Background: an optimization exercise with open tools, aiming at small area. Do not read the settings as production practice.
The RTL was checked by simulation tests, not by an equivalence proof against the original design.

File: flow/flow/run.sh
#!/bin/bash
# Own flow: the standard ORFS layout (standard.sh) with
#  - the standard synthesis script, but ABC mapping with an area-oriented
#    script (flow/area.abc) instead of ORFS's delay-oriented one; the
#    registers and their names are untouched,
#  - buf_1 port buffers instead of ORFS's default port buffer,
#  - a clock tree of clkbuf_8 leaf clusters without dummy loads.
# Every tool's output goes to a log file in this folder.
set -euo pipefail
W=$(pwd)
{
  head -n 1 synth_recipe.tcl
  cat <<EOS
proc abc {args} {
  set i [lsearch -exact \$args -script]
  if {\$i >= 0} { set args [lreplace \$args [expr {\$i+1}] [expr {\$i+1}] $W/flow/area.abc] }
  yosys abc {*}\$args
}
EOS
  tail -n +2 synth_recipe.tcl
} > synth_area.tcl
cat >> config.mk <<'EOC'
export BUFFER_PORTS_ARGS = -buffer_cell sky130_fd_sc_hd__buf_1
export CTS_ARGS = -sink_clustering_enable -repair_clock_nets -dont_use_dummy_load -sink_clustering_size 40 -sink_clustering_max_diameter 80 -buf_list {sky130_fd_sc_hd__clkbuf_16}
EOC
bash standard.sh SYNTH_SCRIPT=$W/synth_area.tcl finish > standard_flow.log 2>&1
File: flow/flow/area.abc
strash
dch
map -a
strash
dch
map -a
topo
File: flow/standard.sh
#!/bin/bash
# synth_recipe.tcl (not shown) runs the flow's synth.tcl, then flattens the netlist and writes it again
# the make line also repeats each setting of config.mk as NAME=value (left out here)
make -C /OpenROAD-flow-scripts/flow DESIGN_CONFIG=/design/flow/config.mk WORK_HOME=/design/flow/orfs CLKGATE_MAP_FILE= SYNTH_SCRIPT=/design/flow/synth_recipe.tcl "${@:-finish}"
File: flow/config.mk
export PLATFORM = sky130hd
export DESIGN_NAME = aes256_key_expand
export DESIGN_NICKNAME = aes256_key_expand
export VERILOG_FILES = /design/flow/design.v
export SDC_FILE = /design/flow/constraint.sdc
export NUM_CORES = 4
export LEC_CHECK = 0
export CAP_MARGIN = 20
export CORE_MARGIN = 2
export CORE_UTILIZATION = 25
export PLACE_DENSITY = 0.5
export SLEW_MARGIN = 20
export BUFFER_PORTS_ARGS = -buffer_cell sky130_fd_sc_hd__buf_1
export CTS_ARGS = -sink_clustering_enable -repair_clock_nets -dont_use_dummy_load -sink_clustering_size 40 -sink_clustering_max_diameter 80 -buf_list {sky130_fd_sc_hd__clkbuf_16}
File: flow/constraint.sdc
create_clock -name core_clock -period 10.0 [get_ports {clk}]
set_input_delay 2.0000 -clock core_clock [delete_from_list [all_inputs] [get_ports {clk}]]
set_output_delay 2.0000 -clock core_clock [all_outputs]
set_load 0.01 [all_outputs]
File: flow/design.v
`default_nettype none
package aes_pkg;
  localparam logic [7:0] RCON_INIT = 8'h01;
  localparam logic [2047:0] SBOX_TBL = {
    128'h637c777bf26b6fc53001672bfed7ab76,
    128'hca82c97dfa5947f0add4a2af9ca472c0,
    128'hb7fd9326363ff7cc34a5e5f171d83115,
    128'h04c723c31896059a071280e2eb27b275,
    128'h09832c1a1b6e5aa0523bd6b329e32f84,
    128'h53d100ed20fcb15b6acbbe394a4c58cf,
    128'hd0efaafb434d338545f9027f503c9fa8,
    128'h51a3408f929d38f5bcb6da2110fff3d2,
    128'hcd0c13ec5f974417c4a77e3d645d1973,
    128'h60814fdc222a908846eeb814de5e0bdb,
    128'he0323a0a4906245cc2d3ac629195e479,
    128'he7c8376d8dd54ea96c56f4ea657aae08,
    128'hba78252e1ca6b4c6e8dd741f4bbd8b8a,
    128'h703eb5664803f60e613557b986c11d9e,
    128'he1f8981169d98e949b1e87e9ce5528df,
    128'h8ca1890dbfe6426841992d0fb054bb16
  };
  typedef enum logic [1:0] {
    IDLE  = 2'd0,
    GEN   = 2'd1,
    DRAIN = 2'd2
  } state_t;
  function automatic logic [7:0] sbox(input logic [7:0] b);
    logic [10:0] idx;
    idx = {~b, 3'b000};
    sbox = SBOX_TBL[idx +: 8];
  endfunction
  function automatic logic [7:0] xtime(input logic [7:0] b);
    xtime = {b[6:0], 1'b0} ^ (b[7] ? 8'h1b : 8'h00);
  endfunction
  function automatic int nr_from_nk(input int nk);
    nr_from_nk = nk + 6;
  endfunction
endpackage
`default_nettype wire
`default_nettype none
module aes_subword
(
  input  logic [7:0] i_byte,
  output logic [7:0] o_byte
);
  logic T1, T2, T3, T4, T5, T6, T7, T8, T9, T10, T11, T12, T13, T14, T15, T16, T17, T18, T19, T20, T21, T22, T23, T24, T25, T26, T27, M1, M2, M3, M4, M5, M6, M7, M8, M9, M10, M11, M12, M13, M14, M15, M16, M17, M18, M19, M20, M21, M22, M23, M24, M25, M26, M27, M28, M29, M30, M31, M32, M33, M34, M35, M36, M37, M38, M39, M40, M41, M42, M43, M44, M45, M46, M47, M48, M49, M50, M51, M52, M53, M54, M55, M56, M57, M58, M59, M60, M61, M62, M63, L0, L1, L2, L3, L4, L5, L6, L7, L8, L9, L10, L11, L12, L13, L14, L15, L16, L17, L18, L19, L20, L21, L22, L23, L24, L25, L26, L27, L28, L29;
  logic U0, U1, U2, U3, U4, U5, U6, U7;
  assign U0 = i_byte[7];
  assign U1 = i_byte[6];
  assign U2 = i_byte[5];
  assign U3 = i_byte[4];
  assign U4 = i_byte[3];
  assign U5 = i_byte[2];
  assign U6 = i_byte[1];
  assign U7 = i_byte[0];
  assign T1 = U0 ^ U3;
  assign T2 = U0 ^ U5;
  assign T3 = U0 ^ U6;
  assign T4 = U3 ^ U5;
  assign T5 = U4 ^ U6;
  assign T6 = T1 ^ T5;
  assign T7 = U1 ^ U2;
  assign T8 = U7 ^ T6;
  assign T9 = U7 ^ T7;
  assign T10 = T6 ^ T7;
  assign T11 = U1 ^ U5;
  assign T12 = U2 ^ U5;
  assign T13 = T3 ^ T4;
  assign T14 = T6 ^ T11;
  assign T15 = T5 ^ T11;
  assign T16 = T5 ^ T12;
  assign T17 = T9 ^ T16;
  assign T18 = U3 ^ U7;
  assign T19 = T7 ^ T18;
  assign T20 = T1 ^ T19;
  assign T21 = U6 ^ U7;
  assign T22 = T7 ^ T21;
  assign T23 = T2 ^ T22;
  assign T24 = T2 ^ T10;
  assign T25 = T20 ^ T17;
  assign T26 = T3 ^ T16;
  assign T27 = T1 ^ T12;
  assign M1 = T13 & T6;
  assign M2 = T23 & T8;
  assign M3 = T14 ^ M1;
  assign M4 = T19 & U7;
  assign M5 = M4 ^ M1;
  assign M6 = T3 & T16;
  assign M7 = T22 & T9;
  assign M8 = T26 ^ M6;
  assign M9 = T20 & T17;
  assign M10 = M9 ^ M6;
  assign M11 = T1 & T15;
  assign M12 = T4 & T27;
  assign M13 = M12 ^ M11;
  assign M14 = T2 & T10;
  assign M15 = M14 ^ M11;
  assign M16 = M3 ^ M2;
  assign M17 = M5 ^ T24;
  assign M18 = M8 ^ M7;
  assign M19 = M10 ^ M15;
  assign M20 = M16 ^ M13;
  assign M21 = M17 ^ M15;
  assign M22 = M18 ^ M13;
  assign M23 = M19 ^ T25;
  assign M24 = M22 ^ M23;
  assign M25 = M22 & M20;
  assign M26 = M21 ^ M25;
  assign M27 = M20 ^ M21;
  assign M28 = M23 ^ M25;
  assign M29 = M28 & M27;
  assign M30 = M26 & M24;
  assign M31 = M20 & M23;
  assign M32 = M27 & M31;
  assign M33 = M27 ^ M25;
  assign M34 = M21 & M22;
  assign M35 = M24 & M34;
  assign M36 = M24 ^ M25;
  assign M37 = M21 ^ M29;
  assign M38 = M32 ^ M33;
  assign M39 = M23 ^ M30;
  assign M40 = M35 ^ M36;
  assign M41 = M38 ^ M40;
  assign M42 = M37 ^ M39;
  assign M43 = M37 ^ M38;
  assign M44 = M39 ^ M40;
  assign M45 = M42 ^ M41;
  assign M46 = M44 & T6;
  assign M47 = M40 & T8;
  assign M48 = M39 & U7;
  assign M49 = M43 & T16;
  assign M50 = M38 & T9;
  assign M51 = M37 & T17;
  assign M52 = M42 & T15;
  assign M53 = M45 & T27;
  assign M54 = M41 & T10;
  assign M55 = M44 & T13;
  assign M56 = M40 & T23;
  assign M57 = M39 & T19;
  assign M58 = M43 & T3;
  assign M59 = M38 & T22;
  assign M60 = M37 & T20;
  assign M61 = M42 & T1;
  assign M62 = M45 & T4;
  assign M63 = M41 & T2;
  assign L0 = M61 ^ M62;
  assign L1 = M50 ^ M56;
  assign L2 = M46 ^ M48;
  assign L3 = M47 ^ M55;
  assign L4 = M54 ^ M58;
  assign L5 = M49 ^ M61;
  assign L6 = M62 ^ L5;
  assign L7 = M46 ^ L3;
  assign L8 = M51 ^ M59;
  assign L9 = M52 ^ M53;
  assign L10 = M53 ^ L4;
  assign L11 = M60 ^ L2;
  assign L12 = M48 ^ M51;
  assign L13 = M50 ^ L0;
  assign L14 = M52 ^ M61;
  assign L15 = M55 ^ L1;
  assign L16 = M56 ^ L0;
  assign L17 = M57 ^ L1;
  assign L18 = M58 ^ L8;
  assign L19 = M63 ^ L4;
  assign L20 = L0 ^ L1;
  assign L21 = L1 ^ L7;
  assign L22 = L3 ^ L12;
  assign L23 = L18 ^ L2;
  assign L24 = L15 ^ L9;
  assign L25 = L6 ^ L10;
  assign L26 = L7 ^ L9;
  assign L27 = L8 ^ L10;
  assign L28 = L11 ^ L14;
  assign L29 = L11 ^ L17;
  assign o_byte[7] = L6 ^ L24;
  assign o_byte[6] = ~(L16 ^ L26);
  assign o_byte[5] = ~(L19 ^ L28);
  assign o_byte[4] = L6 ^ L21;
  assign o_byte[3] = L20 ^ L22;
  assign o_byte[2] = L25 ^ L29;
  assign o_byte[1] = ~(L13 ^ L27);
  assign o_byte[0] = ~(L6 ^ L23);
endmodule
`default_nettype wire
`default_nettype none
module aes_key_expand
#(
  parameter int NK = 8
) (
  input  logic            clk,
  input  logic            reset,
  input  logic            start,
  input  logic [32*NK-1:0] key_in,
  output logic            busy,
  output logic            rk_valid,
  input  logic            rk_ready,
  output logic [3:0]      rk_round,
  output logic [31:0]     k0_out,
  output logic [31:0]     k1_out,
  output logic [31:0]     k2_out,
  output logic [31:0]     k3_out,
  output logic            done
);
  logic [127:0] r_hi, r_lon;
  logic [127:0] w_lo;
  logic [7:0]   r_cnt;
  logic [7:0] w_old, w_sub_in, w_sub_out, w_rcon, w_t, w_new;
  logic       w_rot, w_sw, w_adv, w_last;
  logic       w_ld, w_sh, w_hd;
  assign w_lo  = ~r_lon;
  assign w_old = r_hi[127:120];
  assign w_rot = (r_cnt[4:2] == 3'd0);    
  assign w_sw  = (r_cnt[4:2] == 3'd4);    
  always_comb begin
    if (w_rot)
      w_sub_in = (r_cnt[1:0] == 2'd3) ? w_lo[55:48] : w_lo[23:16];
    else
      w_sub_in = w_lo[31:24];
  end
  aes_subword u_sbox (
    .i_byte (w_sub_in),
    .o_byte (w_sub_out)
  );
  assign w_rcon = (r_cnt[1:0] == 2'd0) ? (8'h01 << r_cnt[7:5]) : 8'h00;
  always_comb begin
    if (w_rot)
      w_t = w_sub_out ^ w_rcon;
    else if (w_sw)
      w_t = w_sub_out;
    else
      w_t = w_lo[31:24];
  end
  assign w_new = w_old ^ w_t;
  assign rk_valid = busy && (r_cnt[3:0] == 4'd0);
  assign rk_round = r_cnt[7:4];
  assign {k0_out, k1_out, k2_out, k3_out} = r_hi;
  assign w_adv  = busy && (!rk_valid || rk_ready);
  assign w_last = rk_valid && rk_ready && (r_cnt[7:4] == 4'd14);
  assign w_ld = !busy;
  assign w_sh = w_adv;
  assign w_hd = busy && !w_adv;
  logic [127:0] w_hi_d, w_lon_d, w_hi_s, w_lon_s;
  assign w_hi_s  = {r_hi[119:0], w_lo[127:120]};
  assign w_lon_s = {r_lon[119:0], ~w_new};
  for (genvar b = 0; b < 128; b++) begin : g_win
    aes_win_hi u_hi (
      .ld (w_ld), .key (key_in[128+b]), .sh (w_sh), .s (w_hi_s[b]),
      .hd (w_hd), .q (r_hi[b]), .d (w_hi_d[b])
    );
    aes_win_lo u_lo (
      .busy (busy), .key (key_in[b]), .sh (w_sh), .s (w_lon_s[b]),
      .hd (w_hd), .q (r_lon[b]), .d (w_lon_d[b])
    );
  end
  always_ff @(posedge clk) begin
    r_hi  <= w_hi_d;
    r_lon <= w_lon_d;
    if (!busy)
      r_cnt <= 8'd0;
    else if (w_adv)
      r_cnt <= r_cnt + 8'd1;
  end
  always_ff @(posedge clk) begin
    if (reset) begin
      busy <= 1'b0;
      done <= 1'b0;
    end else begin
      done <= w_last;
      if (!busy)
        busy <= start;
      else if (w_last)
        busy <= 1'b0;
    end
  end
endmodule
module aes_win_hi (
  input  logic ld,
  input  logic key,
  input  logic sh,
  input  logic s,
  input  logic hd,
  input  logic q,
  output logic d
);
  logic m;
  assign m = ~((ld & key) | (sh & s) | (hd & q));
  assign d = ~m;
endmodule
module aes_win_lo (
  input  logic busy,
  input  logic key,
  input  logic sh,
  input  logic s,
  input  logic hd,
  input  logic q,
  output logic d
);
  logic m;
  assign m = ~((sh & s) | (hd & q));
  assign d = ~((busy | key) & m);
endmodule
`default_nettype wire
`default_nettype none
module aes256_key_expand (
  input  logic         clk,
  input  logic         reset,
  input  logic         start,
  input  logic [255:0] key_in,
  output logic         busy,
  output logic         rk_valid,
  input  logic         rk_ready,
  output logic [3:0]   rk_round,
  output logic [31:0]  k0_out,
  output logic [31:0]  k1_out,
  output logic [31:0]  k2_out,
  output logic [31:0]  k3_out,
  output logic         done
);
  aes_key_expand #(.NK(8)) u_core (
    .clk      (clk),
    .reset    (reset),
    .start    (start),
    .key_in   (key_in),
    .busy     (busy),
    .rk_valid (rk_valid),
    .rk_ready (rk_ready),
    .rk_round (rk_round),
    .k0_out   (k0_out),
    .k1_out   (k1_out),
    .k2_out   (k2_out),
    .k3_out   (k3_out),
    .done     (done)
  );
endmodule
`default_nettype wire
==> flow_summary.rst, run 1 <==
.. list-table::
   :header-rows: 1

   * - Metric
     - Value
   * - Status
     - finished clean
   * - H-tree levels
     - 1
   * - Nature of the critical path endpoint
     - flop
   * - Number of remaining DRC errors
     - 0
   * - Post-synth design cell area
     - between 10000 and 15000 um^2
   * - Number of max-slew violations in the final report
     - 0
   * - Fmax
     - 138.6 MHz
   * - Horizontal die dimension
     - 219.2 um
   * - Final Hold Fails
     - 0
   * - Max stage delay on crit path
     - around 0.49 ns
   * - Fraction of layout cells with a size suffix above 1
     - 0.02932
   * - Most Frequent Cell on Critical Path
     - xor2_1
   * - Worst setup startpoint
     - u_core.r_cnt[2]
   * - Die area
     - ~48000 um^2
   * - Cell variety after synth
     - 19
   * - Setup repair after global routing missed its margin
     - no
   * - Height of the die
     - approximately 220 um
   * - Sink count of the clock tree
     - 266
   * - Sum of routed wire length over all layers
     - approximately 39000 um
   * - Commonest non-fill, non-tap cell in the layout
     - buf_1
   * - Reg2Reg Launch Point
     - u_core.r_cnt[2]
   * - GR Util All Layers
     - 0.1530
   * - Clock latency of the later-clocked register in the worst-skew pair
     - 0.55 ns
   * - Number of flip-flops and latches in the synthesized netlist
     - around 270
   * - Half-perimeter wire length after placement
     - ~28000 um
   * - Number of top-level pins
     - roughly 400
   * - Type of element launching the critical path
     - flop
   * - Number of vias after detailed routing
     - about 10000
   * - Vias per Instance
     - about 4.7
   * - Synth Area per Inst
     - ~8.6 um^2
   * - CTS hold repair buffers
     - 0
   * - Arrival @ worst endpoint
     - around 7.6 ns
   * - Cell count after synthesis
     - ~1300
   * - Clk root buf
     - clkbuf_16
   * - Number of nets produced by synthesis
     - approximately 1600
   * - Number of setup buffers added after CTS
     - 0
   * - Post-DR wirelength/cell
     - ~17 um
   * - Layout Skew
     - around 0.054 ns
   * - TritonCTS clock tree
     - yes
   * - Required time at the worst-slack endpoint
     - about 10 ns
   * - Placeable core area
     - between 40000 and 50000 um^2
   * - Number of antenna violations at the first check in global routing
     - 3
   * - Leading cell types in the layout, fill and taps excluded
     - 394 x buf_1, 297 x nand2_1, 265 x dfxtp_1
   * - Remaining antenna violation count after routing
     - 0
   * - Initial detailed-routing violation count
     - just over 800
   * - Maximum number of buffers from clock root to sink
     - 3
   * - Overflow after GRT
     - 0
   * - Final estimated routing congestion in global placement
     - between 0.8 and 0.9
   * - Worst-path maximum fanout
     - 16
   * - Via count of the first global-routing pass
     - roughly 10000
   * - Sum of negative setup slack
     - 0 ns
   * - Final worst path period share
     - 0.7218
   * - Standard-cell row count
     - just under 80
   * - Number of buffers created by CTS
     - 20
   * - Rel. slew slack
     - 0.2932
   * - Largest cells by area after synthesis
     - dfxtp_1 46%, a22oi_1 15%, nand2_1 9.6%, buf_4 8.6%, o21ai_0 6.2%
   * - PostCTS Resize Cnt
     - 0
   * - Nets
     - roughly 1900
   * - First-pass iteration count of the detailed router
     - 5
   * - Biggest area consumer among synthesized cells
     - dfxtp_1
   * - First-pass GRT wire length
     - between 50000 and 60000 um
   * - Initial Util
     - 0.2540
   * - Area overhead of the layout relative to synthesis
     - 16.17%
   * - Hold path startpoint
     - u_core.r_lon[115]
   * - Max cap viols
     - 0
   * - Cell type of the slowest stage on the worst timing path
     - o21ai_0
   * - Class of the tightest hold or removal check
     - reg2reg
   * - Class of the most critical setup path
     - reg2reg
   * - Utilization of the core after routing
     - 0.2951
   * - Area share of the largest cell type after synthesis
     - 0.4600
   * - Worst-margin pin slew
     - ~1.1 ns
   * - Final critical-path required period
     - a little over 7 ns
   * - Final number of setup-violating endpoints
     - 0
   * - Number of warnings issued by yosys
     - 1
   * - Seq/Total Area, Yosys
     - 0.4600
   * - Number of port buffers
     - approximately 390
   * - Clock Pin Slew Worst Setup and Hold Paths
     - 0.09 ns
   * - Largest net degree at the start of global routing
     - 98
-- synthesized netlist by cell type (all sizes together) --
master  count
a21oi      20
o211ai      2
xnor2      27
clkinv     69
nor4        1
o221ai     27
nand3      11
dfxtp     266
nand4       2
nor3        5
nor2       40
nor3b       1
nand2     297
xor2       55
a22oi     229
ha          5
o21ai     143
or2        10
buf       132
-- sequential cells by signal, indices dropped and copies added (netlist names) --
| name | cells |
|---|---|
| u_core.r_lon | 128 |
| u_core.done | 1 |
| u_core.r_cnt | 8 |
| u_core.r_hi | 128 |
| u_core.busy | 1 |
-- cells by family after synthesis --
kind of cell	Yosys count	synth area share
compound gates	421	0.2407
simple gates	367	0.1239
flops	266	0.4600
buf+inv	201	0.1080
xor+xnor	82	0.06204
fa+ha+maj	5	0.005404
-- stage by stage --
step / cells / hold slack (ns) / setup WS (ns) / cell area [um^2]
6_report: 2239 / 0.4419 / 2.782 / 13450
5_1_grt: 2239 / 0.4650 / 1.972 / 13450
4_1_cts: 2237 / 0.4468 / 2.779 / 13440
3_5_place_dp: 2217 / 0.4479 / 2.841 / 12940
3_3_place_gp: 2217 / 0.4382 / 3.033 / 12940
2_1_floorplan: 1342 / 0.4270 / -4.023 / 11600
-- final timing paths --
check / end / slack [ns] / cells past startpoint
max: u_core.r_lon[2] / 2.78 / 31
min: u_core.r_lon[123] / 0.44 / 2
max reg2reg: u_core.r_lon[2] / 2.78 / 31
min reg2reg: u_core.r_lon[123] / 0.44 / 2
-- worst max-delay path: cells and delay by family, from the launching register on --
| kind | cells | cell delay [ns] |
|---|---|---|
| buf+inv | 5 | 0.97 |
| fa+ha+maj | 1 | 0.27 |
| compound gates | 4 | 1.00 |
| flops | 1 | 0.34 |
| xor+xnor | 11 | 2.80 |
| simple gates | 10 | 1.65 |
-- per-layer routing --
layer,global-route usage,share of wire,vias up
met5,0,0,-
met4,0.03153,0.017,0
met3,0.02398,0.051,31
met2,0.2717,0.50,286
met1,0.1949,0.44,4893
li1,-,-,5205
-- layout make-up --
cell class | instances | area (um^2)
antenna | 2 | 5.005
clock buffer | 20 | 500.5
fill | 5078 | 32130
inverter | 69 | 264.0
multi-input combinational | 875 | 5022
sequential | 266 | 5329
tap | 600 | 750.7
timing repair buffer | 407 | 1577
==> inputs of run 2 (changes only) <==
--- a/flow/flow/run.sh
+++ b/flow/flow/run.sh
@@ -22,5 +22,5 @@
 cat >> config.mk <<'EOC'
 export BUFFER_PORTS_ARGS = -buffer_cell sky130_fd_sc_hd__buf_1
-export CTS_ARGS = -sink_clustering_enable -repair_clock_nets -dont_use_dummy_load -sink_clustering_size 40 -sink_clustering_max_diameter 80 -buf_list {sky130_fd_sc_hd__clkbuf_16}
+export CTS_ARGS = -sink_clustering_enable -repair_clock_nets -dont_use_dummy_load -sink_clustering_size 10 -sink_clustering_max_diameter 50 -buf_list {sky130_fd_sc_hd__clkbuf_4}
 EOC
 bash standard.sh SYNTH_SCRIPT=$W/synth_area.tcl finish > standard_flow.log 2>&1
--- a/flow/config.mk
+++ b/flow/config.mk
@@ -12,3 +12,3 @@
 export SLEW_MARGIN = 20
 export BUFFER_PORTS_ARGS = -buffer_cell sky130_fd_sc_hd__buf_1
-export CTS_ARGS = -sink_clustering_enable -repair_clock_nets -dont_use_dummy_load -sink_clustering_size 40 -sink_clustering_max_diameter 80 -buf_list {sky130_fd_sc_hd__clkbuf_16}
+export CTS_ARGS = -sink_clustering_enable -repair_clock_nets -dont_use_dummy_load -sink_clustering_size 10 -sink_clustering_max_diameter 50 -buf_list {sky130_fd_sc_hd__clkbuf_4}
==> run 2 against run 1 <==
Effect of this change:
- still clean on timing, DRC and antenna
- via count grew 1.3%
- clock-buffer cell count grew 22
- flip-flop and latch count is the same
- utilization shrank 0.41 points
- die area is the same
- register-to-register slack gained 0.08 ns
- setup slack gained 0.081 ns
- cell area shrank 1.4%
- fmax grew 1.1%
- largest cell class unchanged
==> flow_summary.rst, run 2 <==
.. list-table::
   :header-rows: 1

   * - Metric
     - Value
   * - Top flop regs
     - u_core.r_hi: 128 flops, u_core.r_lon: 128 flops, u_core.r_cnt: 8 flops
   * - Most frequent cells after synthesis
     - 297 x nand2_1, 266 x dfxtp_1, 229 x a22oi_1
   * - Most Frequent Cell on Critical Path
     - xor2_1
   * - Overflow after GRT
     - 0
   * - Via count of the first global-routing pass
     - 10190
   * - TritonCTS clock tree
     - yes
   * - Sum of negative setup slack
     - 0 ns
   * - Rel. slew slack
     - 0.2747
   * - Seq/Total Area, Yosys
     - 0.4600
   * - Nets
     - around 1900
   * - Number of nets produced by synthesis
     - 1607
   * - Biggest area consumer among synthesized cells
     - dfxtp_1
   * - GRT met2 Usage
     - 0.2736
   * - Post-DR wirelength/cell
     - about 17 um
   * - Arrival @ worst endpoint
     - 7.71 ns
   * - Standard-cell row count
     - roughly 80
   * - Clk root buf
     - clkbuf_4
   * - Predominant post-synthesis flop cell
     - dfxtp_1
   * - First-pass iteration count of the detailed router
     - 5
   * - Max stage delay on crit path
     - 0.49 ns
   * - Final estimated routing congestion in global placement
     - approximately 0.81
   * - Number of buffers created by CTS
     - 42
   * - Class of the most critical setup path
     - reg2reg
   * - Setup repair after global routing missed its margin
     - no
   * - Count of flip-flops with a built-in enable after synthesis
     - 0
   * - Buffers & Inverters on Critical Path
     - 5
   * - Synth Area per Inst
     - ~8.6 um^2
   * - Horizontal die dimension
     - around 220 um
   * - Endpoint of the worst register-to-register path
     - u_core.r_lon[2]
   * - Number of max-slew violations in the final report
     - 0
   * - Height of the die
     - 219.2 um
   * - Number of flip-flops and latches in the synthesized netlist
     - around 270
   * - Largest net degree at the start of global routing
     - between 90 and 100
   * - Commonest non-fill, non-tap cell in the layout
     - buf_1
   * - Half-perimeter wire length after placement
     - about 28000 um
   * - Met3 Resource Use GR
     - 0.03091
   * - Worst setup startpoint
     - u_core.r_cnt[3]
   * - Number of top-level pins
     - 395
   * - Sequential cell area
     - between 5000 and 6000 um^2
   * - Reg-to-reg slack, setup
     - roughly 2.9 ns
   * - Nature of the critical path endpoint
     - flop
   * - Final critical-path required period
     - 7.137 ns
   * - GR Util All Layers
     - 0.1562
   * - Cell count after synthesis
     - between 1000 and 1500
   * - Number of port buffers
     - slightly below 400
   * - Largest cells by area after synthesis
     - dfxtp_1 46%, a22oi_1 15%, nand2_1 9.6%, buf_4 8.6%, o21ai_0 6.2%
   * - Sink count of the clock tree
     - around 270
   * - Count of cells along the worst register-to-register path
     - 31
   * - Critical path depth
     - 31
   * - Cell variety after synth
     - 19
   * - Leading cell types in the layout, fill and taps excluded
     - 394 x buf_1, 297 x nand2_1, 265 x dfxtp_1
   * - Utilization of the core after routing
     - 0.2910
   * - Number of placed cells counting well taps
     - roughly 2200
   * - Total area of multi-input combinational cells
     - around 5000 um^2
   * - Clock latency of the later-clocked register in the worst-skew pair
     - 0.78 ns
   * - Status
     - finished clean
   * - Number of antenna violations at the first check in global routing
     - 2
   * - Required time at the worst-slack endpoint
     - 10.58 ns
   * - Placeable core area
     - approximately 46000 um^2
   * - Dominant delay contributor by cell family on the critical path
     - XOR/XNOR gates
   * - Worst setup path endpoint
     - u_core.r_lon[2]
   * - Number of warnings issued by yosys
     - 1
   * - Final critical-path setup slack
     - around 2.9 ns
   * - Area share of the largest cell type after synthesis
     - 0.4600
   * - Most frequently used cell type in the post-synthesis netlist
     - nand2_1
   * - Type of element launching the critical path
     - flop
   * - Reg2Reg Launch Point
     - u_core.r_cnt[3]
   * - Number of vias after detailed routing
     - ~11000
   * - Initial Util
     - 0.2540
   * - Vias per Instance
     - about 4.7
   * - Remaining antenna violation count after routing
     - 0
   * - Area overhead of the layout relative to synthesis
     - 14.57%
   * - Final Hold Fails
     - 0
   * - Die area
     - roughly 48000 um^2
   * - Share of synthesized flip-flops with an asynchronous set or reset
     - 0
   * - Layout Cells excl Fill
     - approximately 2300
   * - Most utilized layer in the global route result
     - met2
   * - Final worst path period share
     - 0.7137
   * - Number of setup buffers added after CTS
     - 0
   * - Worst-path maximum fanout
     - 16
   * - Maximum number of buffers from clock root to sink
     - 3
   * - Number of remaining DRC errors
     - 0
   * - Clock Pin Slew Worst Setup and Hold Paths
     - around 0.11 ns
   * - Post-synth design cell area
     - between 10000 and 15000 um^2
   * - Final number of setup-violating endpoints
     - 0
   * - PostCTS Resize Cnt
     - 0
   * - Initial detailed-routing violation count
     - just under 800
   * - Met1 Usage GRT
     - 0.1934
   * - Sum of routed wire length over all layers
     - between 30000 and 40000 um
   * - Fmax
     - 140.1 MHz
   * - H-tree levels
     - 2
   * - Max cap viols
     - 0
   * - Post-placement worst setup slack
     - between 2 and 3 ns
   * - Filler Cells Inserted
     - 5115
   * - Fraction of layout cells with a size suffix above 1
     - 0.04219
   * - Worst-margin pin slew
     - 1.088 ns
   * - CTS hold repair buffers
     - 0
   * - First-pass GRT wire length
     - ~58000 um
   * - Layout Skew
     - around 0.13 ns
   * - Class of the tightest hold or removal check
     - reg2reg
   * - Cell type of the slowest stage on the worst timing path
     - o21ai_0
==> run 2: how the worst min path moves through the flow <==
stage / start / endpoint / cells past startpoint / slack [ns]
global route: u_core.r_lon[94] / u_core.r_lon[102] / 2 / 0.46
CTS: u_core.r_lon[94] / u_core.r_lon[102] / 2 / 0.42
floorplan: u_core.r_lon[120] / u_core.r_hi[0] / 1 / 0.43
detailed placement: u_core.r_lon[8] / u_core.r_lon[16] / 2 / 0.45
global placement: u_core.r_lon[120] / u_core.r_hi[0] / 1 / 0.44
finish: u_core.r_lon[94] / u_core.r_lon[102] / 2 / 0.42
==> run 2: layout make-up <==
cell class | instances | share of cell area
Sequential cell | 266 | 0.4018
Timing Repair Buffer | 407 | 0.1189
Inverter | 69 | 0.01991
Multi-Input combinational cell | 875 | 0.3787
Antenna cell | 2 | 0.0003774
Tap cell | 600 | 0.05660
Clock buffer | 42 | 0.02377
==> run 2: per-layer routing <==
| layer | vias up | wire (um) |
|---|---|---|
| li1 | 5248 | - |
| met1 | 4938 | 16900 |
| met2 | 310 | 19310 |
| met5 | - | 0 |
| met3 | 51 | 2361 |
| met4 | 0 | 722 |
==> run 2: through the flow <==
stage / instance area [um^2] / hold WS [ns]
3_3_place_gp: 12940 / 0.4382
2_1_floorplan: 11600 / 0.4270
5_1_grt: 13260 / 0.4572
4_1_cts: 13260 / 0.4181
6_report: 13260 / 0.4175
3_5_place_dp: 12940 / 0.4479
==> run 2: tightest hold or removal path: stages, from the launching register on <==
cell and delay, ns:
dfxtp_1 0.33, a22oi_1 0.06, o21ai_0 0.06
==> run 2: logic make-up after synthesis <==
family	share of synthesized area
AOI/OAI and AO/OA	0.2407
and+or+nand+nor	0.1239
DFF	0.4600
buffers and inverters	0.1080
xor gates and xnor gates	0.06204
adders and majority gates	0.005404
==> inputs of run 3 (changes only) <==
--- a/flow/design.v
+++ b/flow/design.v
@@ -223,5 +223,10 @@
     .o_byte (w_sub_out)
   );
-  assign w_rcon = (r_cnt[1:0] == 2'd0) ? (8'h01 << r_cnt[7:5]) : 8'h00;
+  logic w_rc_en;
+  assign w_rc_en = (r_cnt[1:0] == 2'd0);
+  for (genvar k = 0; k < 7; k++) begin : g_rcon
+    assign w_rcon[k] = w_rc_en && (r_cnt[7:5] == 3'(k));
+  end
+  assign w_rcon[7] = 1'b0;
   always_comb begin
     if (w_rot)
==> flow/flow/run.sh (replaced) <==
#!/bin/bash
# Own flow: the standard ORFS layout (standard.sh) with
#  - the standard synthesis script, with ABC mapping done per module with
#    area-oriented scripts instead of ORFS's delay-oriented one: the window
#    bit-select modules (aes_win_hi, aes_win_lo) and the S-box
#    (aes_subword) are kept as modules through mapping and flattened
#    afterwards as usual; the registers and their names are untouched,
#  - buf_1 port buffers instead of ORFS's default port buffer,
#  - a clock tree of small leaf clusters without dummy loads.
# Every tool's output goes to a log file in this folder.
set -euo pipefail
W=$(pwd)
{
  head -n 1 synth_recipe.tcl
  cat <<EOS
proc abc {args} {
  set i [lsearch -exact \$args -script]
  set a_area [lreplace \$args [expr {\$i+1}] [expr {\$i+1}] $W/flow/area.abc]
  set a_amap [lreplace \$args [expr {\$i+1}] [expr {\$i+1}] $W/flow/amap.abc]
  yosys abc {*}\$a_amap aes_win_hi
  yosys abc {*}\$a_area aes_win_lo
  yosys abc {*}\$a_area aes_subword
  yosys abc {*}\$a_area aes256_key_expand
}
EOS
  tail -n +2 synth_recipe.tcl
} > synth_area.tcl
cat >> config.mk <<'EOC'
export SYNTH_KEEP_MODULES = aes_win_hi aes_win_lo aes_subword
export BUFFER_PORTS_ARGS = -buffer_cell sky130_fd_sc_hd__buf_1
export CTS_ARGS = -sink_clustering_enable -repair_clock_nets -dont_use_dummy_load -sink_clustering_size 12 -sink_clustering_max_diameter 40 -buf_list {sky130_fd_sc_hd__clkbuf_4}
EOC
bash standard.sh SYNTH_SCRIPT=$W/synth_area.tcl finish > standard_flow.log 2>&1
==> flow/flow/amap.abc (new file) <==
strash
amap
topo
==> flow/flow/area.abc (replaced) <==
strash
&get -n
&st
&dch
&nf -a -R 1000
&put
topo
--- a/flow/config.mk
+++ b/flow/config.mk
@@ -11,4 +11,5 @@
 export PLACE_DENSITY = 0.5
 export SLEW_MARGIN = 20
+export SYNTH_KEEP_MODULES = aes_win_hi aes_win_lo aes_subword
 export BUFFER_PORTS_ARGS = -buffer_cell sky130_fd_sc_hd__buf_1
-export CTS_ARGS = -sink_clustering_enable -repair_clock_nets -dont_use_dummy_load -sink_clustering_size 10 -sink_clustering_max_diameter 50 -buf_list {sky130_fd_sc_hd__clkbuf_4}
+export CTS_ARGS = -sink_clustering_enable -repair_clock_nets -dont_use_dummy_load -sink_clustering_size 12 -sink_clustering_max_diameter 40 -buf_list {sky130_fd_sc_hd__clkbuf_4}
==> run 3 against run 2 <==
Effect of this change:
- still clean
- register-to-register slack about the same
- fmax about the same
- die area down 3.0%
- critical endpoint unchanged
- largest cell class unchanged
==> flow_summary.rst, run 3 <==
.. list-table::
   :header-rows: 1

   * - Metric
     - Value
   * - Status
     - finished clean
   * - Number of port buffers
     - approximately 390
   * - Height of the die
     - approximately 220 um
   * - Layout Cells excl Fill
     - approximately 2100
   * - Commonest non-fill, non-tap cell in the layout
     - buf_1
   * - Largest cells by area after synthesis
     - dfxtp_1 47%, a222oi_1 11%, a22oi_1 8.6%, buf_4 8.3%, o21ai_0 6.3%
   * - Standard-cell row count
     - 77
   * - CTS hold repair buffers
     - 0
   * - Half-perimeter wire length after placement
     - about 25000 um
   * - Worst setup path endpoint
     - u_core.r_lon[2]
   * - Filler Cells Inserted
     - approximately 4800
   * - Clock Pin Slew Worst Setup and Hold Paths
     - roughly 0.12 ns
   * - Sum of routed wire length over all layers
     - ~36000 um
   * - Final worst path period share
     - 0.7142
   * - Reg-to-reg slack, setup
     - 2.86 ns
   * - Clock latency of the later-clocked register in the worst-skew pair
     - roughly 0.76 ns
   * - Required time at the worst-slack endpoint
     - approximately 11 ns
   * - Number of buffers created by CTS
     - 50
   * - Total non-filler cell area in the finished layout
     - ~13000 um^2
   * - Initial Util
     - 0.2537
   * - Sequential cell area
     - roughly 5300 um^2
   * - Most frequent cells after synthesis
     - 266 x dfxtp_1, 142 x o21ai_0, 141 x clkinv_1
   * - Final critical-path required period
     - just over 7 ns
   * - Class of the most critical setup path
     - reg2reg
   * - Class of the tightest hold or removal check
     - reg2reg
   * - Remaining antenna violation count after routing
     - 0
   * - Number of setup buffers added after CTS
     - 0
   * - Initial detailed-routing violation count
     - 1062
   * - Placeable core area
     - 44220 um^2
   * - Number of warnings issued by yosys
     - 1
   * - Number of placed cells counting well taps
     - between 2000 and 2500
   * - Fmax
     - 140.0 MHz
   * - Post-DR wirelength/cell
     - approximately 17 um
   * - Type of element launching the critical path
     - flop
   * - Number of antenna violations at the first check in global routing
     - 2
   * - Area overhead of the layout relative to synthesis
     - 15.90%
   * - Max cap viols
     - 0
   * - Vias per Instance
     - just under 5
   * - Worst-margin pin slew
     - approximately 1.1 ns
   * - Arrival @ worst endpoint
     - just under 8 ns
   * - Final estimated routing congestion in global placement
     - around 0.83
   * - Reg2Reg Launch Point
     - u_core.r_cnt[2]
   * - Area post-placement
     - roughly 13000 um^2
   * - Number of vias after detailed routing
     - approximately 10000
   * - Via count of the first global-routing pass
     - roughly 9400
   * - Share of synthesized flip-flops with an asynchronous set or reset
     - 0
   * - Overflow after GRT
     - 0
   * - GR Util All Layers
     - 0.1451
   * - Seq/Total Area, Yosys
     - 0.4747
   * - Post-synth design cell area
     - 11220 um^2
   * - Worst-path maximum fanout
     - 21
   * - Endpoint of the worst register-to-register path
     - u_core.r_lon[2]
   * - Fraction of layout cells with a size suffix above 1
     - 0.04292
   * - Number of top-level pins
     - about 400
   * - Cell count after synthesis
     - around 1100
   * - First-pass GRT wire length
     - about 54000 um
   * - Die area
     - between 40000 and 50000 um^2
   * - Total area of multi-input combinational cells
     - 4447 um^2
   * - Cell variety after synth
     - 30
   * - Worst setup startpoint
     - u_core.r_cnt[2]
   * - Rel. slew slack
     - 0.2454
   * - Maximum number of buffers from clock root to sink
     - 3
   * - Most frequently used cell type in the post-synthesis netlist
     - dfxtp_1
   * - Count of cells along the worst register-to-register path
     - 26
   * - Sink count of the clock tree
     - roughly 270
   * - Number of remaining DRC errors
     - 0
   * - Biggest area consumer among synthesized cells
     - dfxtp_1
   * - Count of flip-flops with a built-in enable after synthesis
     - 0
   * - Area share of the largest cell type after synthesis
     - 0.4747
   * - Number of max-slew violations in the final report
     - 0
   * - Leading cell types in the layout, fill and taps excluded
     - 394 x buf_1, 265 x dfxtp_1, 142 x o21ai_0
   * - Number of nets produced by synthesis
     - around 1400
   * - Horizontal die dimension
     - between 200 and 250 um
   * - Final number of setup-violating endpoints
     - 0
   * - Predominant post-synthesis flop cell
     - dfxtp_1
   * - Nature of the critical path endpoint
     - flop
   * - PostCTS Resize Cnt
     - 0
   * - Final Hold Slack
     - 0.4096 ns
   * - Final Hold Fails
     - 0
   * - Synth Area per Inst
     - around 9.8 um^2
   * - Number of flip-flops and latches in the synthesized netlist
     - 266
   * - H-tree levels
     - 2
   * - Top flop regs
     - u_core.r_hi: 128 flops, u_core.r_lon: 128 flops, u_core.r_cnt: 8 flops
   * - First-pass iteration count of the detailed router
     - 6
   * - Layout Skew
     - ~0.099 ns
   * - TritonCTS clock tree
     - yes
   * - Nets
     - 1734
   * - Setup repair after global routing missed its margin
     - no
   * - Largest net degree at the start of global routing
     - roughly 210
   * - Clk root buf
     - clkbuf_4
[run 3: cell types whose count changed after synthesis, moves of 17 or more]
cell      change
a222oi_1    +128
a22oi_1     -100
clkinv_1     +72
nand2_1     -263
nor2_1       -17
o221ai_1     -27
xnor2_1      +40
xor2_1       -27
[run 3: critical path, stage by stage (launching register included)]
cell      delay [ns]
dfxtp_1         0.43
or2_0           0.44
nor2_1          0.13
buf_4           0.23
o21ai_0         0.58
xnor2_1         0.32
xnor2_1         0.44
xnor2_1         0.15
ha_1            0.33
xnor2_1         0.19
xnor2_1         0.13
xnor2_1         0.47
nand2b_1        0.20
o21ai_0         0.11
a21o_1          0.24
xnor2_1         0.27
xnor2_1         0.14
nor2b_1         0.16
xnor2_1         0.52
xnor2_1         0.30
xnor2_1         0.20
xnor2_1         0.24
xnor2_1         0.10
a221oi_1        0.31
xnor2_1         0.10
a22oi_1         0.13
o21ai_0         0.10
[run 3: worst min-delay path by stage]
stage	endpoint	cells past startpoint	slack, ns	from
floorplan	u_core.r_lon[100]	2	0.45	u_core.r_lon[92]
global placement	u_core.r_lon[64]	2	0.46	u_core.r_lon[56]
detailed placement	u_core.r_lon[16]	2	0.46	u_core.r_lon[8]
CTS	u_core.r_lon[100]	2	0.38	u_core.r_lon[92]
global route	u_core.r_lon[100]	2	0.41	u_core.r_lon[92]
finish	u_core.r_lon[100]	2	0.41	u_core.r_lon[92]
[run 3: Yosys stat by module (local to each module, per instance)]
module | copies in the design | area (um^2) | cells inside | flip-flops and latches
aes_subword | 1 | 912.1 | 123 | 0
aes_win_lo | 128 | 12.51 | 2 | 0
aes256_key_expand | 1 | 6942 | 504 | 266
aes_win_hi | 128 | 13.76 | 2 | 0
[run 3: area by class of cell]
class / count / area share
Clock buffer: 50 / 0.02887
Antenna cell: 2 / 0.0003850
Tap cell: 592 / 0.05698
Multi-Input combinational cell: 608 / 0.3421
Timing Repair Buffer: 403 / 0.1209
Sequential cell: 266 / 0.4099
Inverter: 141 / 0.04090
[run 3: metal layers]
| metal | part of all wire | GRT usage | wire length, um |
|---|---|---|---|
| met1 | 0.43 | 0.1825 | 15220 |
| met5 | 0 | 0 | 0 |
| met4 | 0.020 | 0.04391 | 724 |
| met3 | 0.064 | 0.03594 | 2264 |
| met2 | 0.49 | 0.2442 | 17300 |
[run 3: logic make-up after synthesis]
logic type	count (synthesis)	synth area share
muxes	8	0.007139
and+or+nand+nor	82	0.03257
adders and majority gates	4	0.004462
buffers and inverters	265	0.1302
AOI/OAI and AO/OA	419	0.2767
xor gates and xnor gates	95	0.07418
DFF	266	0.4747
[run 3: through the flow]
stage	TNS, ns	worst slack (ns)	util
after floorplan	-765.82	-3.078	-
after global placement	0	3.066	0.2854
after detailed placement	0	2.969	0.2854
after CTS	0	2.887	0.2939
after global routing	0	2.055	0.2939
final	0	2.858	0.2940
==> inputs of run 4 (changes only) <==
--- a/flow/design.v
+++ b/flow/design.v
@@ -223,10 +223,5 @@
     .o_byte (w_sub_out)
   );
-  logic w_rc_en;
-  assign w_rc_en = (r_cnt[1:0] == 2'd0);
-  for (genvar k = 0; k < 7; k++) begin : g_rcon
-    assign w_rcon[k] = w_rc_en && (r_cnt[7:5] == 3'(k));
-  end
-  assign w_rcon[7] = 1'b0;
+  assign w_rcon = (r_cnt[1:0] == 2'd0) ? (8'h01 << r_cnt[7:5]) : 8'h00;
   always_comb begin
     if (w_rot)
==> run 4 against run 3 <==
Effect of this change:
- clock-buffer cell count shrank 6
- setup slack lost 0.29 ns
- utilization shrank 0.095 points
- cell area shrank 0.11%
- flip-flop and latch count is the same
- area after synthesis grew 0.17%
- worst hold slack lost 0.0021 ns
- critical path type unchanged
- largest cell class unchanged
==> flow_summary.rst, run 4 <==
.. list-table::
   :header-rows: 1

   * - Metric
     - Value
   * - Biggest area consumer among synthesized cells
     - dfxtp_1
   * - Number of flip-flops and latches in the synthesized netlist
     - 266
   * - Fraction of layout cells with a size suffix above 1
     - 0.03959
   * - Via count of the first global-routing pass
     - 9441
   * - Rel. slew slack
     - 0.3469
   * - GR Util All Layers
     - 0.1462
   * - First-pass iteration count of the detailed router
     - 8
   * - Sum of routed wire length over all layers
     - roughly 36000 um
   * - Final worst path period share
     - 0.7432
   * - Total area of multi-input combinational cells
     - about 4500 um^2
   * - Post-synth design cell area
     - between 10000 and 15000 um^2
   * - Synth Area per Inst
     - 9.839 um^2
   * - Placeable core area
     - ~44000 um^2
   * - Class of the most critical setup path
     - reg2reg
   * - Vias per Instance
     - about 4.8
   * - Number of nets produced by synthesis
     - about 1400
   * - Number of vias after detailed routing
     - ~10000
   * - Overflow after GRT
     - 0
   * - Sequential cell area
     - ~5300 um^2
   * - Half-perimeter wire length after placement
     - roughly 25000 um
   * - Largest net degree at the start of global routing
     - around 180
   * - Max stage delay on crit path
     - 0.77 ns
   * - Layout Skew
     - 0.07562 ns
   * - Largest cells by area after synthesis
     - dfxtp_1 47%, a222oi_1 11%, a22oi_1 8.6%, buf_4 8.3%, o21ai_0 6.4%
   * - Most frequently used cell type in the post-synthesis netlist
     - dfxtp_1
   * - Arrival @ worst endpoint
     - ~8 ns
   * - Post-DR wirelength/cell
     - 17.44 um
   * - Final critical-path setup slack
     - 2.568 ns
   * - Chain of cells forming the critical path
     - or2_0, nor2_2, o21ai_0, xor2_1, xor2_1, xnor2_1, ha_1, xnor2_1, xnor2_1, xor2_1, o21ai_0, xor2_1, xnor2_1, xnor2_1, nor2b_1, xnor2_1, xnor2_1, xnor2_1, xnor2_1, xnor2_1, a221oi_1, xnor2_1, a22oi_1, o21ai_0
   * - Worst-margin pin slew
     - ~0.98 ns
   * - Sum of negative setup slack
     - 0 ns
   * - Clock Pin Slew Worst Setup and Hold Paths
     - roughly 0.12 ns
   * - Height of the die
     - between 200 and 250 um
   * - Remaining antenna violation count after routing
     - 0
   * - Number of remaining DRC errors
     - 0
   * - Filler Cells Inserted
     - roughly 4900
   * - Max cap viols
     - 0
   * - Setup repair after global routing missed its margin
     - no
   * - Number of setup buffers added after CTS
     - 0
   * - Number of top-level pins
     - just under 400
   * - Number of port buffers
     - around 390
   * - Predominant post-synthesis flop cell
     - dfxtp_1
   * - Initial Util
     - 0.2535
   * - Nature of the critical path endpoint
     - flop
   * - Cell type of the slowest stage on the worst timing path
     - nor2_2
   * - H-tree levels
     - 2
   * - Seq/Total Area, Yosys
     - 0.4739
   * - Status
     - finished clean
   * - Count of flip-flops with a built-in enable after synthesis
     - 0
   * - Initial detailed-routing violation count
     - between 1000 and 1500
   * - Sink count of the clock tree
     - 266
   * - Cell variety after synth
     - 32
   * - Layout Cells excl Fill
     - ~2100
   * - Final number of setup-violating endpoints
     - 0
   * - Number of buffers created by CTS
     - 44
   * - PostCTS Resize Cnt
     - 0
   * - TritonCTS clock tree
     - yes
   * - Worst-path maximum fanout
     - 24
   * - Area share of the largest cell type after synthesis
     - 0.4739
   * - Horizontal die dimension
     - ~220 um
   * - Final critical-path required period
     - between 7 and 8 ns
   * - Most Frequent Cell on Critical Path
     - xnor2_1
   * - Required time at the worst-slack endpoint
     - between 10 and 15 ns
   * - Fmax
     - approximately 130 MHz
   * - Die area
     - ~47000 um^2
   * - Area overhead of the layout relative to synthesis
     - 15.58%
   * - Type of element launching the critical path
     - flop
   * - Most frequent cells after synthesis
     - 266 x dfxtp_1, 143 x o21ai_0, 141 x clkinv_1
   * - Share of synthesized flip-flops with an asynchronous set or reset
     - 0
   * - Maximum number of buffers from clock root to sink
     - 3
   * - Final Hold Fails
     - 0
   * - Leading cell types in the layout, fill and taps excluded
     - 394 x buf_1, 265 x dfxtp_1, 143 x o21ai_0
   * - First-pass GRT wire length
     - ~54000 um
   * - Post-placement worst setup slack
     - roughly 2.7 ns
   * - Nets
     - between 1500 and 2000
   * - Clk root buf
     - clkbuf_4
   * - Commonest non-fill, non-tap cell in the layout
     - buf_1
   * - Clock latency of the later-clocked register in the worst-skew pair
     - approximately 0.74 ns
   * - Final estimated routing congestion in global placement
     - 0.8100
   * - Top flop regs
     - u_core.r_hi: 128 flops, u_core.r_lon: 128 flops, u_core.r_cnt: 8 flops
   * - Number of antenna violations at the first check in global routing
     - 6
   * - Number of placed cells counting well taps
     - 2012
   * - CTS hold repair buffers
     - 0
   * - Number of warnings issued by yosys
     - 1
   * - Class of the tightest hold or removal check
     - reg2reg
   * - Standard-cell row count
     - slightly below 80
   * - Cell count after synthesis
     - around 1100
   * - Number of max-slew violations in the final report
     - 0
-- run 4: cell count changes after synthesis --
cell / delta
a311oi_1: -1
nand3_1: -1
nand3b_1: +1
nor2_1: -1
nor4_1: +1
o21ai_0: +1
a31oi_1: +1
or3_1: +1
nor3_1: +1
-- run 4: layout make-up --
cell class                      instances  area share
Antenna cell                            8    0.001542
Clock buffer                           44     0.02544
Inverter                              141     0.04095
Multi-Input combinational cell        611      0.3441
Sequential cell                       266      0.4103
Tap cell                              592     0.05704
Timing Repair Buffer                  403      0.1206
-- run 4: path summary, 6_finish.rpt --
check,end,cells after the start,from,slack (ns)
max,u_core.r_lon[2],24,u_core.r_cnt[2],2.57
min,u_core.r_lon[77],2,u_core.r_lon[69],0.41
max reg2reg,u_core.r_lon[2],24,u_core.r_cnt[2],2.57
min reg2reg,u_core.r_lon[77],2,u_core.r_lon[69],0.41
-- run 4: logic make-up (layout without fill, tap and decap cells) --
| group | Yosys count | count (layout) | synth area share |
|---|---|---|---|
| AO/OA/AOI/OAI | 420 | 420 | 0.2765 |
| flip-flops | 266 | 266 | 0.4739 |
| buffers and inverters | 265 | 588 | 0.1300 |
| XOR/XNOR | 95 | 95 | 0.07405 |
| AND/OR/NAND/NOR | 84 | 84 | 0.03397 |
| multiplexers | 8 | 8 | 0.007127 |
| adder cells (fa/ha/maj) | 4 | 4 | 0.004455 |
| other | 0 | 8 | 0 |
-- run 4: routing by layer --
| metal | GRT usage | wire, um | up-vias |
|---|---|---|---|
| met5 | 0 | 0 | - |
| met4 | 0.05457 | 928 | 0 |
| met3 | 0.03129 | 2120 | 67 |
| met2 | 0.2507 | 17990 | 328 |
| met1 | 0.1795 | 14980 | 4716 |
| li1 | - | - | 4859 |
-- run 4: worst max-delay path: cells and delay by family (launching register included) --
family	cells	cell delay, ns
AND/OR/NAND/NOR	3	1.37
AO/OA/AOI/OAI	5	1.25
XOR/XNOR	15	3.96
adder cells (fa/ha/maj)	1	0.27
flip-flops	1	0.37
-- run 4: per-stage QoR --
stage | hold WS (ns) | util | cell area (um^2)
2_1_floorplan | 0.4453 | - | 11250
3_3_place_gp | 0.4575 | 0.2848 | 12620
3_5_place_dp | 0.4609 | 0.2848 | 12620
4_1_cts | 0.4025 | 0.2922 | 12950
5_1_grt | 0.4383 | 0.2929 | 12980
6_report | 0.4076 | 0.2930 | 12990
-- run 4: modules after synthesis (local to each module, per instance) --
module	copies in the design	flip-flops and latches	area, um^2
aes_win_lo	128	0	12.51
aes_subword	1	0	912.1
aes_win_hi	128	0	13.76
aes256_key_expand	1	266	6960
==> inputs of run 5 (changes only) <==
--- a/flow/design.v
+++ b/flow/design.v
@@ -223,5 +223,10 @@
     .o_byte (w_sub_out)
   );
-  assign w_rcon = (r_cnt[1:0] == 2'd0) ? (8'h01 << r_cnt[7:5]) : 8'h00;
+  logic w_rc_en;
+  assign w_rc_en = (r_cnt[1:0] == 2'd0);
+  for (genvar k = 0; k < 7; k++) begin : g_rcon
+    assign w_rcon[k] = w_rc_en && (r_cnt[7:5] == 3'(k));
+  end
+  assign w_rcon[7] = 1'b0;
   always_comb begin
     if (w_rot)
--- a/flow/flow/run.sh
+++ b/flow/flow/run.sh
@@ -29,5 +29,5 @@
 export SYNTH_KEEP_MODULES = aes_win_hi aes_win_lo aes_subword
 export BUFFER_PORTS_ARGS = -buffer_cell sky130_fd_sc_hd__buf_1
-export CTS_ARGS = -sink_clustering_enable -repair_clock_nets -dont_use_dummy_load -sink_clustering_size 12 -sink_clustering_max_diameter 40 -buf_list {sky130_fd_sc_hd__clkbuf_4}
+export CTS_ARGS = -sink_clustering_enable -repair_clock_nets -dont_use_dummy_load -sink_clustering_size 10 -sink_clustering_max_diameter 40 -buf_list {sky130_fd_sc_hd__clkbuf_4}
 EOC
 bash standard.sh SYNTH_SCRIPT=$W/synth_area.tcl finish > standard_flow.log 2>&1
==> flow/config.mk (replaced) <==
export PLATFORM = sky130hd
export DESIGN_NAME = aes256_key_expand
export DESIGN_NICKNAME = aes256_key_expand
export VERILOG_FILES = /design/flow/design.v
export SDC_FILE = /design/flow/constraint.sdc
export NUM_CORES = 4
export LEC_CHECK = 0
export CAP_MARGIN = 0
export CORE_MARGIN = 2
export CORE_UTILIZATION = 40
export PLACE_DENSITY = 0.65
export SLEW_MARGIN = 0
export SYNTH_KEEP_MODULES = aes_win_hi aes_win_lo aes_subword
export BUFFER_PORTS_ARGS = -buffer_cell sky130_fd_sc_hd__buf_1
export CTS_ARGS = -sink_clustering_enable -repair_clock_nets -dont_use_dummy_load -sink_clustering_size 10 -sink_clustering_max_diameter 40 -buf_list {sky130_fd_sc_hd__clkbuf_4}
==> run 5 against run 4 <==
Effect of this change:
- still clean on timing, DRC and antenna
- global-route usage is 5.2 points higher
- first-iteration DRC count grew 4.2%
- clock-buffer cell count decreased by 5
- setup slack improved by 0.30 ns
- area after synthesis decreased by 0.17%
- clock skew decreased by 0.021 ns
- final cell count shrank 11%
==> flow_summary.rst, run 5 <==
.. list-table::
   :header-rows: 1

   * - Metric
     - Value
   * - Remaining antenna violation count after routing
     - 0
   * - Biggest area consumer among synthesized cells
     - dfxtp_1
   * - Share of synthesized flip-flops with an asynchronous set or reset
     - 0
   * - Final estimated routing congestion in global placement
     - 0.8539
   * - Number of antenna violations at the first check in global routing
     - 2
   * - Die area
     - approximately 30000 um^2
   * - Top flop regs
     - u_core.r_hi: 128 flops, u_core.r_lon: 128 flops, u_core.r_cnt: 8 flops
   * - Final critical-path required period
     - 7.132 ns
   * - TritonCTS clock tree
     - yes
   * - H-tree levels
     - 2
   * - Count of cells along the worst register-to-register path
     - 26
   * - Predominant post-synthesis flop cell
     - dfxtp_1
   * - Half-perimeter wire length after placement
     - 22450 um
   * - Wire length on met1
     - about 13000 um
   * - Type of element launching the critical path
     - flop
   * - Standard-cell row count
     - between 60 and 70
   * - Highest routing layer actually used
     - met4
   * - Most frequently used cell type in the post-synthesis netlist
     - dfxtp_1
   * - Horizontal die dimension
     - between 150 and 200 um
   * - Initial Util
     - 0.4049
   * - GR Util All Layers
     - 0.1978
   * - Number of vias after detailed routing
     - slightly below 10000
   * - Clock latency of the later-clocked register in the worst-skew pair
     - just over 0.6 ns
   * - Cell count after synthesis
     - about 1100
   * - Largest cells by area after synthesis
     - dfxtp_1 47%, a222oi_1 11%, a22oi_1 8.6%, buf_4 8.3%, o21ai_0 6.3%
   * - Nature of the critical path endpoint
     - flop
   * - Sink count of the clock tree
     - ~270
   * - Worst-margin pin slew
     - ~1.2 ns
   * - Hold depth
     - 2
   * - Placeable core area
     - 27710 um^2
   * - Worst-path maximum fanout
     - 21
   * - Post-synth design cell area
     - ~11000 um^2
   * - Synth Area per Inst
     - 9.848 um^2
   * - Hold path startpoint
     - u_core.r_lon[106]
   * - Status
     - finished clean
   * - Layout Skew
     - ~0.055 ns
   * - Area post-placement
     - about 12000 um^2
   * - Number of max-slew violations in the final report
     - 0
   * - CTS hold repair buffers
     - 0
   * - Via count of the first global-routing pass
     - between 8000 and 9000
   * - Initial detailed-routing violation count
     - 1173
   * - Nets
     - about 1700
   * - Most frequent cells after synthesis
     - 266 x dfxtp_1, 142 x o21ai_0, 141 x clkinv_1
   * - Fmax
     - around 140 MHz
   * - Total met3 wirelength after detailed routing
     - around 2400 um
   * - Required time at the worst-slack endpoint
     - approximately 10 ns
   * - Overflow after GRT
     - 0
   * - Class of the tightest hold or removal check
     - reg2reg
   * - Number of buffers created by CTS
     - 39
   * - Vias per Instance
     - 5.411
   * - Number of remaining DRC errors
     - 0
   * - Utilization of the core after routing
     - 0.4558
   * - Area overhead of the layout relative to synthesis
     - 12.57%
   * - Total non-filler cell area in the finished layout
     - roughly 13000 um^2
   * - Number of port buffers
     - 394
   * - Met2 wirelength from detailed routing
     - between 15000 and 20000 um
   * - Setup repair after global routing missed its margin
     - no
   * - Area share of the largest cell type after synthesis
     - 0.4747
   * - PostCTS Resize Cnt
     - 0
   * - Rel. slew slack
     - 0.2013
   * - Final Hold Fails
     - 0
   * - Seq/Total Area, Yosys
     - 0.4747
   * - Largest net degree at the start of global routing
     - 112
   * - Clock Pin Slew Worst Setup and Hold Paths
     - 0.10 ns
   * - Maximum number of buffers from clock root to sink
     - 3
   * - Number of setup buffers added after CTS
     - 0
   * - Final number of setup-violating endpoints
     - 0
   * - Number of top-level pins
     - ~400
   * - Post-DR wirelength/cell
     - between 15 and 20 um
   * - Final worst path period share
     - 0.7132
   * - Leading cell types in the layout, fill and taps excluded
     - 394 x buf_1, 265 x dfxtp_1, 142 x o21ai_0
   * - First-pass GRT wire length
     - 46640 um
   * - Commonest non-fill, non-tap cell in the layout
     - buf_1
   * - Arrival @ worst endpoint
     - roughly 7.6 ns
   * - Worst setup startpoint
     - u_core.r_cnt[2]
   * - Count of flip-flops with a built-in enable after synthesis
     - 0
   * - Number of nets produced by synthesis
     - 1403
   * - Cell variety after synth
     - 30
   * - Class of the most critical setup path
     - reg2reg
   * - Max cap viols
     - 0
   * - Sum of routed wire length over all layers
     - about 32000 um
   * - Height of the die
     - roughly 170 um
   * - Number of flip-flops and latches in the synthesized netlist
     - around 270
   * - Fraction of layout cells with a size suffix above 1
     - 0.03569
   * - Clk root buf
     - clkbuf_4
   * - Final Hold Slack
     - roughly 0.42 ns
   * - Reg2Reg Launch Point
     - u_core.r_cnt[2]
   * - First-pass iteration count of the detailed router
     - 8
   * - Number of warnings issued by yosys
     - 1
## run 5: layout make-up
cell class	count	area, um^2
fill	2826	15080
sequential	266	5329
multi-input combinational	608	4447
timing repair buffer	403	1546
inverter	141	531.8
tap	378	473.0
clock buffer	39	292.8
antenna	3	7.507
## run 5: kinds of logic (layout without fill, tap and decap cells)
group,after synthesis,in the layout,share of synthesized area
and+or+nand+nor,82,82,0.03257
buffers and inverters,265,583,0.1302
xor gates and xnor gates,95,95,0.07418
AOI/OAI and AO/OA,419,419,0.2767
adders and majority gates,4,4,0.004462
other,0,3,0
DFF,266,266,0.4747
muxes,8,8,0.007139
## run 5: through the flow
| stage | cells | TNS (ns) | worst slack, ns |
|---|---|---|---|
| final | 1838 | 0 | 2.868 |
| after global placement | 1796 | 0 | 3.038 |
| after floorplan | 1139 | -765.82 | -3.078 |
| after CTS | 1835 | 0 | 2.893 |
| after detailed placement | 1796 | 0 | 2.936 |
| after global routing | 1837 | 0 | 1.940 |
## run 5: worst paths after layout
check | endpoint | slack [ns]
setup / recovery | u_core.r_lon[2] | 2.87
hold / removal | u_core.r_lon[114] | 0.42
setup reg to reg | u_core.r_lon[2] | 2.87
hold reg to reg | u_core.r_lon[114] | 0.42
## run 5: per-layer routing
| layer | vias up | GRT usage |
|---|---|---|
| li1 | 4841 | - |
| met1 | 4693 | 0.2447 |
| met2 | 359 | 0.3408 |
| met3 | 53 | 0.04349 |
| met4 | 0 | 0.06448 |
| met5 | - | 0 |
## run 5: per-module statistics from Yosys (local to each module, per instance)
| module | flops+latches | cell area, um^2 | cells inside | times used |
|---|---|---|---|---|
| aes256_key_expand | 266 | 6942 | 504 | 1 |
| aes_subword | 0 | 912.1 | 123 | 1 |
| aes_win_hi | 0 | 13.76 | 2 | 128 |
| aes_win_lo | 0 | 12.51 | 2 | 128 |
## run 5: critical path: stages, from the launching register on
cell,delay (ns)
dfxtp_1,0.44
or2_0,0.41
nor2_1,0.13
buf_4,0.23
o21ai_0,0.59
xnor2_1,0.31
xnor2_1,0.46
xnor2_1,0.16
ha_1,0.34
xnor2_1,0.18
xnor2_1,0.12
xnor2_1,0.50
nand2b_1,0.20
o21ai_0,0.10
a21o_1,0.25
xnor2_1,0.28
xnor2_1,0.14
nor2b_1,0.16
xnor2_1,0.46
xnor2_1,0.30
xnor2_1,0.20
xnor2_1,0.24
xnor2_1,0.10
a221oi_1,0.35
xnor2_1,0.11
a22oi_1,0.13
o21ai_0,0.11

[what the ideal ports hide]
In the flow no input, the clock included, has a driving cell. The finished layouts below were timed again as built, in two steps.
Step 1 assumes that a clkbuf_16 drives the clock port and a buf_2 every other input.
Step 2 times the ports against the registers' clock, not the clock port: input delays grow and output delays shrink by t, the midpoint of the rising clock arrivals with the driver on.
a / b / c = ideal / step 1 / step 2; a / b = the first two.
| run | shift t [ns] | setup WS [ns] | hold slack, ns | worst setup path at the end |
|---|---|---|---|---|
| run 1 | 0.570 | 2.782 / 2.782 / 2.782 | 0.442 / 0.442 / 0.442 | register to register |
| run 2 | 0.757 | 2.863 / 2.863 / 2.863 | 0.418 / 0.418 / 0.418 | register to register |
| run 3 | 0.752 | 2.858 / 2.858 / 2.858 | 0.410 / 0.410 / 0.410 | register to register |
| run 4 | 0.755 | 2.568 / 2.568 / 2.568 | 0.408 / 0.408 / 0.408 | register to register |
| run 5 | 0.641 | 2.868 / 2.868 / 2.868 | 0.420 / 0.420 / 0.420 | register to register |
After both steps setup and hold are still met in every run listed.
